This is an optimization exercise on Yosys and OpenROAD, whose aim is small area and a short achievable clock period, not a production implementation. At most, simulation tests tie the RTL to the original design; equivalence was not proved. No driver is modelled on the clock port, so clock power and skew are understated where the tree is cut down; a real chip needs a root buffer or a tree. Power is estimated from default activity; no workload was simulated.

## sobel_filter
module sobel_filter #(
    parameter int IMG_WIDTH  = 128,
    parameter int IMG_HEIGHT = 128
) (
    input  logic       clk,
    input  logic       rst,
    input  logic [7:0] pixel_data,
    output logic [7:0] edge_pixel,
    output logic       edge_valid
);
Size: about 3300 cells after synthesis, ~19 I/O pins, roughly 53000 um2 of cells after synthesis.
export LEC_CHECK = 0
export ABC_CLOCK_PERIOD_IN_PS = 2000
export CAP_MARGIN = 20
export CORE_MARGIN = 2
export CORE_UTILIZATION = 70
export SETUP_SLACK_MARGIN = 3.45
export SLEW_MARGIN = 20
create_clock -name core_clock -period 5.8 [get_ports {clk}]
standard.sh (not shown) runs the stock make flow with config.mk's settings and CLKGATE_MAP_FILE= SYNTH_SCRIPT=/design/flow/synth_recipe.tcl, a recipe that flattens the netlist after the stock synthesis.
==> flow/flow/run.sh <==
#!/bin/bash
# The standard layout, with the clock tree built by flow/cts_hook.tcl and
# regrouped after global placement repairs by flow/grt_hook.tcl.
set -euo pipefail
export PRE_CTS_TCL="$PWD/flow/cts_hook.tcl"
export POST_GLOBAL_ROUTE_TCL="$PWD/flow/grt_hook.tcl"
bash standard.sh finish > make_finish.log 2>&1
Other scripts of this flow, unchanged in this note and not shown: flow/flow/cts_hook.tcl, flow/flow/grt_hook.tcl, flow/flow/mytree.tcl
The first run passed the timing, design-rule and antenna checks.
==> next run, changes <==
SETUP_SLACK_MARGIN = 3.8   (was 3.45)
Effect:
- die area does not change
- setup slack is better by 110 ps
- synthesized cell count does not change
- sequential share of layout area is lower by 3.0 points
- global-route usage is higher by 3.0 points
- synthesized area does not change
- total power is higher by 0.90%
- cell area is higher by 4.0%
- critical path depth is higher by 1
- routed wire length is higher by 12%
==> next run, changes <==
ABC_AREA = 1   (was unset)
CORE_UTILIZATION = 72   (was 70)
SETUP_SLACK_MARGIN = 3.5   (was 3.8)
=>
- wire length drops by 2.7%
- area after synthesis barely changes
- worst setup slack is worse by 200 ps
- design area came out lower by 3.8%
==> next run, changes <==
CORE_UTILIZATION = 70   (was 72)
SETUP_SLACK_MARGIN = 3.6   (was 3.5)
Routed wire length went down by 8.8%.
Clock power stays flat.
Area after synthesis does not change.
No run of this note takes its clock network from TritonCTS; it comes from the design's own scripts or RTL.

== quartz ==
sobel_filter, a different RTL version from the one above (not shown whole).
Size in the first run: roughly 2300 flip-flops.
==> flow/config.mk <==
export PLATFORM = sky130hd
export DESIGN_NAME = sobel_filter
export DESIGN_NICKNAME = sobel_filter
export VERILOG_FILES = /design/flow/design.v
export SDC_FILE = /design/flow/constraint.sdc
export NUM_CORES = 4
export LEC_CHECK = 0
export ABC_CLOCK_PERIOD_IN_PS = 2000
export CAP_MARGIN = 20
export CORE_MARGIN = 2
export CORE_UTILIZATION = 60
export SETUP_SLACK_MARGIN = 3.5
export SLEW_MARGIN = 20
==> flow/constraint.sdc <==
create_clock -name core_clock -period 5.8 [get_ports {clk}]
set_input_delay 1.1600 -clock core_clock [delete_from_list [all_inputs] [get_ports {clk}]]
set_output_delay 1.1600 -clock core_clock [all_outputs]
set_load 0.01 [all_outputs]
run.sh (not shown) runs the stock make flow with config.mk's settings and CLKGATE_MAP_FILE= SYNTH_SCRIPT=/design/flow/synth_recipe.tcl, a recipe that flattens the netlist after the stock synthesis.
Stock flow here: none of the scripts above is used.
quartz reached the end of the flow, and the finished layout is clean on the timing, design-rule and antenna checks.
For juniper, these inputs were changed with respect to quartz:
# quartz
export LEC_CHECK = 0
export ABC_CLOCK_PERIOD_IN_PS = 2000
export CAP_MARGIN = 20
export CORE_MARGIN = 2
export CORE_UTILIZATION = 60
export SETUP_SLACK_MARGIN = 3.5
export SLEW_MARGIN = 20
create_clock -name core_clock -period 5.8 [get_ports {clk}]
# juniper
export LEC_CHECK = 0
export CAP_MARGIN = 20
export CORE_MARGIN = 2
export CORE_UTILIZATION = 45
export SLEW_MARGIN = 20
create_clock -name core_clock -period 5.8 [get_ports {clk}]
juniper finished end to end and its layout was clean on timing, DRC and antenna.
Portion of the clock cycle consumed by the worst path in the final layout up 8.7 points in juniper wrt quartz
Looking at cell type of the slowest stage on the worst timing path, the or3_4 result is from quartz; the inv_1 one comes from juniper.
quartz → juniper: number of hold violations in the final report now sits at about the same level, top achievable clock speed now sits lower, width of the die now sits higher, power drawn by the clock network now sits higher.
juniper: final-layout non-clock buffer area share is 1.5 points lower than what quartz reported.
Function was not checked in any run of this note: the RTL went through the layout flow alone.

[static timing again, ports no longer ideal]
Ports are ideal in the flow. The routed layouts listed here were re-timed in OpenROAD. Step 1 sets driving cells, clkbuf_16 on the clock port and buf_2 on the other inputs (assumed; they add their load-dependent delay and slew). Step 2, shift: input delay + t, output delay - t, t = (earliest + latest rising clock arrival at the registers) / 2. This alone moves slack from input paths to output paths. Slacks: no drivers / after step 1 / after step 2; pairs: no drivers / after step 1.
run	shift t [ns]	setup slack, ns	hold slack, ns
the first run of note 1	0.689	3.387 / 3.387 / 2.990	0.278 / 0.278 / 0.278
the second run of note 1	0.680	3.498 / 3.395 / 3.223	0.258 / 0.258 / 0.258
the third run of note 1	0.687	3.296 / 3.296 / 2.903	0.284 / 0.284 / 0.284
the fourth run of note 1	0.691	3.539 / 3.408 / 2.998	0.281 / 0.281 / 0.281
quartz	0.820	3.068 / 3.068 / 3.068	0.313 / 0.313 / 0.313
juniper	0.823	2.562 / 2.562 / 2.562	0.268 / 0.268 / 0.268
After both steps setup and hold are still met in every run listed. The setup slack of the fourth run of note 1, which loses most, moves by -0.131 ns with the drivers and by -0.541 ns with both steps.
